Context: an optimization exercise on an open-source flow, tuned for small area and a short achievable clock period. The choices shown serve that exercise and are no tape-out recipe. RTL that was checked went through simulation tests only; none was proved equivalent to the original.

// chain_mod
module chain_mod #(
    parameter int BIT_RES   = 32,
    parameter int FRAC_BITS = 23
) (
    input  logic               clk,
    input  logic               reset,
    input  logic [BIT_RES-1:0] numInSide,
    output logic [BIT_RES-1:0] numOutSide,
    input  logic [BIT_RES-1:0] numInTop,
    output logic [BIT_RES-1:0] numOutTop,
    output logic [BIT_RES-1:0] sum
);
Size: ~3200 cells after synthesis, about 190 flip-flops, roughly 0.029 mm2 of cells after synthesis.
export LEC_CHECK = 0
export ABC_AREA = 1
export CAP_MARGIN = 20
export CORE_MARGIN = 2
export CORE_UTILIZATION = 65
export CTS_BUF_LIST = sky130_fd_sc_hd__clkbuf_8 sky130_fd_sc_hd__clkbuf_16
export SLEW_MARGIN = 20
export SYNTH_HIERARCHICAL = 1
export SYNTH_MINIMUM_KEEP_SIZE = 0
create_clock -name core_clock -period 13.5 [get_ports {clk}]
standard.sh (not shown) runs the stock make flow with config.mk's settings and CLKGATE_MAP_FILE= SYNTH_SCRIPT=/design/flow/synth_recipe.tcl, a recipe that flattens the netlist after the stock synthesis.
==> flow/flow/run.sh <==
#!/bin/bash
export SETUP_SLACK_MARGIN=6.75
export BUFFER_PORTS_ARGS="-buffer_cell sky130_fd_sc_hd__buf_2"
bash standard.sh > standard.log 2>&1
The starting point produced a clean layout.
Change:
CORE_UTILIZATION = 60   (was 65)
CTS_BUF_LIST = unset   (was sky130_fd_sc_hd__clkbuf_8 sky130_fd_sc_hd__clkbuf_16)
Result: Routed wire length stays flat. First-iteration DRC count is about the same. Die area went up by 8.2%. Non-clock buffer count went up by 9. Utilization went down by 5.1 points.
Change:
==> flow/flow/run.sh (replaced) <==
#!/bin/bash
export SETUP_SLACK_MARGIN=6.85
export BUFFER_PORTS_ARGS="-buffer_cell sky130_fd_sc_hd__buf_2"
bash standard.sh > standard.log 2>&1
CORE_UTILIZATION = 65   (was 60)
Utilization grows by 5.7 points.
Register-to-register slack is worse by 0.05 ns.
Global-route usage grows by 3.1 points.
Final cell count shrinks by 0.31%.
Die area shrinks by about 8%.
Worst setup slack is better by 0.062 ns.
Critical path depth grows by 7.
Change:
==> flow/flow/run.sh (replaced) <==
#!/bin/bash
export SETUP_SLACK_MARGIN=7.0
export BUFFER_PORTS_ARGS="-buffer_cell sky130_fd_sc_hd__buf_2"
bash standard.sh > standard.log 2>&1
Effect: Final area went up slightly. Setup slack degrades by 0.038 ns. Area after synthesis is unchanged. Count of clock-buffer cells in the layout came out higher by 1. Routed wire length grows slightly. Sequential cell count is unchanged.

* * *

chain_mod again, from the RTL that the note above started with.
==> flow/config.mk <==
export PLATFORM = sky130hd
export DESIGN_NAME = chain_mod
export DESIGN_NICKNAME = chain_mod
export VERILOG_FILES = /design/flow/design.v
export SDC_FILE = /design/flow/constraint.sdc
export NUM_CORES = 4
export LEC_CHECK = 0
export ABC_AREA = 1
export CAP_MARGIN = 20
export CORE_MARGIN = 2
export CORE_UTILIZATION = 65
export SLEW_MARGIN = 20
export SYNTH_HIERARCHICAL = 1
export SYNTH_MINIMUM_KEEP_SIZE = 0
==> flow/constraint.sdc <==
create_clock -name core_clock -period 13.5 [get_ports {clk}]
set_input_delay 2.7000 -clock core_clock [delete_from_list [all_inputs] [get_ports {clk}]]
set_output_delay 2.7000 -clock core_clock [all_outputs]
set_load 0.01 [all_outputs]
==> flow/flow/run.sh <==
#!/bin/bash
export SETUP_SLACK_MARGIN=6.75
export BUFFER_PORTS_ARGS="-buffer_cell sky130_fd_sc_hd__buf_2"
bash standard.sh > standard.log 2>&1
The starting point completed with no timing, DRC or antenna violations.
==> next run, changes <==
==> flow/flow/run.sh (replaced) <==
#!/bin/bash
export SETUP_SLACK_MARGIN=6.5
export BUFFER_PORTS_ARGS="-buffer_cell sky130_fd_sc_hd__buf_2"
bash standard.sh > standard.log 2>&1
The changed run passed the timing, DRC and antenna checks.
Routed wire length falls by 0.40%.
Design area went down by 0.96%.
Setup slack got worse by 0.17 ns.
Utilization went down by 0.68 points.
First-iteration DRC count went up by 0.39%.
Synthesized cell count does not change.
Count of clock-buffer cells in the layout does not change.
Register-to-register slack gets worse by 0.17 ns.
Final cell count is about the same.
==> next run, changes <==
==> flow/flow/run.sh (replaced) <==
#!/bin/bash
export SETUP_SLACK_MARGIN=7.0
export BUFFER_PORTS_ARGS="-buffer_cell sky130_fd_sc_hd__buf_2"
bash standard.sh > standard.log 2>&1
- TNS_END_PERCENT: not set -> 30
Outcome: The changed run produced a clean layout; worst hold slack is worse by 0.11 ns; wire length came out higher by 2.2%; count of clock-buffer cells in the layout climbs by 1; final area came out higher by 3.4%; non-clock buffer count increases by 42; final cell count is higher by 1.3%.

* * *

== branch willow ==
chain_mod, a different RTL version from the one above (not shown whole).
For scale: ~3200 cells after synthesis, roughly 180 flip-flops, about 160 I/O pins, about 0.028 mm² of cells after synthesis.
export LEC_CHECK = 0
export ABC_AREA = 1
export CAP_MARGIN = 20
export CORE_MARGIN = 2
export CORE_UTILIZATION = 65
export SLEW_MARGIN = 20
export SYNTH_HIERARCHICAL = 1
export SYNTH_MINIMUM_KEEP_SIZE = 0
create_clock -name core_clock -period 13.5 [get_ports {clk}]
==> flow/flow/run.sh <==
#!/bin/bash
export SETUP_SLACK_MARGIN=6.75
export BUFFER_PORTS_ARGS="-buffer_cell sky130_fd_sc_hd__buf_2"
bash standard.sh > standard.log 2>&1
branch willow: no failed stages, no open violations at the end
#### Input delta (branch indigo over branch willow)
- swapping 65 for 70 in CORE_UTILIZATION
Results
On branch indigo: clock period minus final worst setup slack is 0.012 ns higher than what branch willow gave. Delta (branch indigo minus branch willow): total placed instance area closely matched the old numbers; final clock skew decreased by 0.0044 ns relative to the old numbers; final area decreased by about 0.43% relative to the old numbers.
No functional check of the RTL was part of any run of this note.

* * *

Another version of the RTL of chain_mod (not shown whole).
Size: ~3300 cells after synthesis, roughly 190 flip-flops, roughly 160 I/O pins, ~0.029 sq mm of cells after synthesis.
==> flow/config.mk <==
export PLATFORM = sky130hd
export DESIGN_NAME = chain_mod
export DESIGN_NICKNAME = chain_mod
export VERILOG_FILES = /design/flow/design.v
export SDC_FILE = /design/flow/constraint.sdc
export NUM_CORES = 4
export LEC_CHECK = 0
export ABC_AREA = 1
export CAP_MARGIN = 20
export CORE_MARGIN = 2
export CORE_UTILIZATION = 65
export SLEW_MARGIN = 20
export SYNTH_HIERARCHICAL = 1
export SYNTH_MINIMUM_KEEP_SIZE = 0
==> flow/constraint.sdc <==
create_clock -name core_clock -period 13.5 [get_ports {clk}]
set_input_delay 2.7000 -clock core_clock [delete_from_list [all_inputs] [get_ports {clk}]]
set_output_delay 2.7000 -clock core_clock [all_outputs]
set_load 0.01 [all_outputs]
==> flow/flow/run.sh <==
#!/bin/bash
export SETUP_SLACK_MARGIN=6.0
export BUFFER_PORTS_ARGS="-buffer_cell sky130_fd_sc_hd__buf_2"
bash standard.sh > standard.log 2>&1
Change:
==> flow/flow/run.sh (replaced) <==
#!/bin/bash
export SETUP_SLACK_MARGIN=6.5

bash standard.sh > standard.log 2>&1
The changed run went through all stages and came out clean. First-iteration DRC count climbs by 14%. Count of clock-buffer cells in the layout climbs by 2. Non-clock buffer count climbs by 20. Wire length climbs by 3.4%. Flip-flop and latch count stays the same. Cell area climbs by 3.5%. Area after synthesis is unchanged.

==> afterwards: timing with drivers on the ports <==
In the flow no input, the clock included, has a driving cell. The finished layouts below were timed again as built, in two steps. Step 1, drivers: a clkbuf_16 drives clk and a buf_2 each remaining input, both assumed. Step 2 also shifts input and output timing later by t, the mid clock arrival at the registers, as if the neighbouring blocks saw the same clock. a / b / c = ideal ports / drivers / drivers and shift; a / b = the first two.
run	t, ns	setup slack, ns	hold WS [ns]	worst setup path at the end	pins driven straight from the clock port
the first run of note 1	0.586	6.808 / 6.747 / 6.274	0.775 / 0.775 / 0.775	input to register	1
the second run of note 1	0.580	6.751 / 6.688 / 6.255	0.795 / 0.795 / 0.795	input to register	1
the third run of note 1	0.583	6.814 / 6.753 / 6.271	0.784 / 0.784 / 0.784	input to register	1
the fourth run of note 1	0.583	6.775 / 6.712 / 6.500	0.781 / 0.781 / 0.781	input to register	1
the first run of note 2	0.586	6.808 / 6.747 / 6.274	0.775 / 0.775 / 0.775	input to register	1
the second run of note 2	0.581	6.636 / 6.592 / 6.097	0.777 / 0.777 / 0.777	input to register	1
the third run of note 2	0.581	6.884 / 6.823 / 6.436	0.667 / 0.667 / 0.667	input to register	1
branch willow	0.571	6.753 / 6.796 / 6.225	0.709 / 0.709 / 0.709	input to register	1
branch indigo	0.571	6.741 / 6.774 / 6.203	0.694 / 0.694 / 0.694	input to register	1
the first run of note 4	0.565	6.273 / 6.268 / 5.739	0.774 / 0.774 / 0.774	input to register	1
the second run of note 4	0.583	6.587 / 6.613 / 6.031	0.771 / 0.771 / 0.771	input to register	1
After both steps setup and hold are still met in every run listed. For the second run of note 4, which loses most, drivers alone change the setup slack by +0.026 ns; drivers and shift together by -0.556 ns.
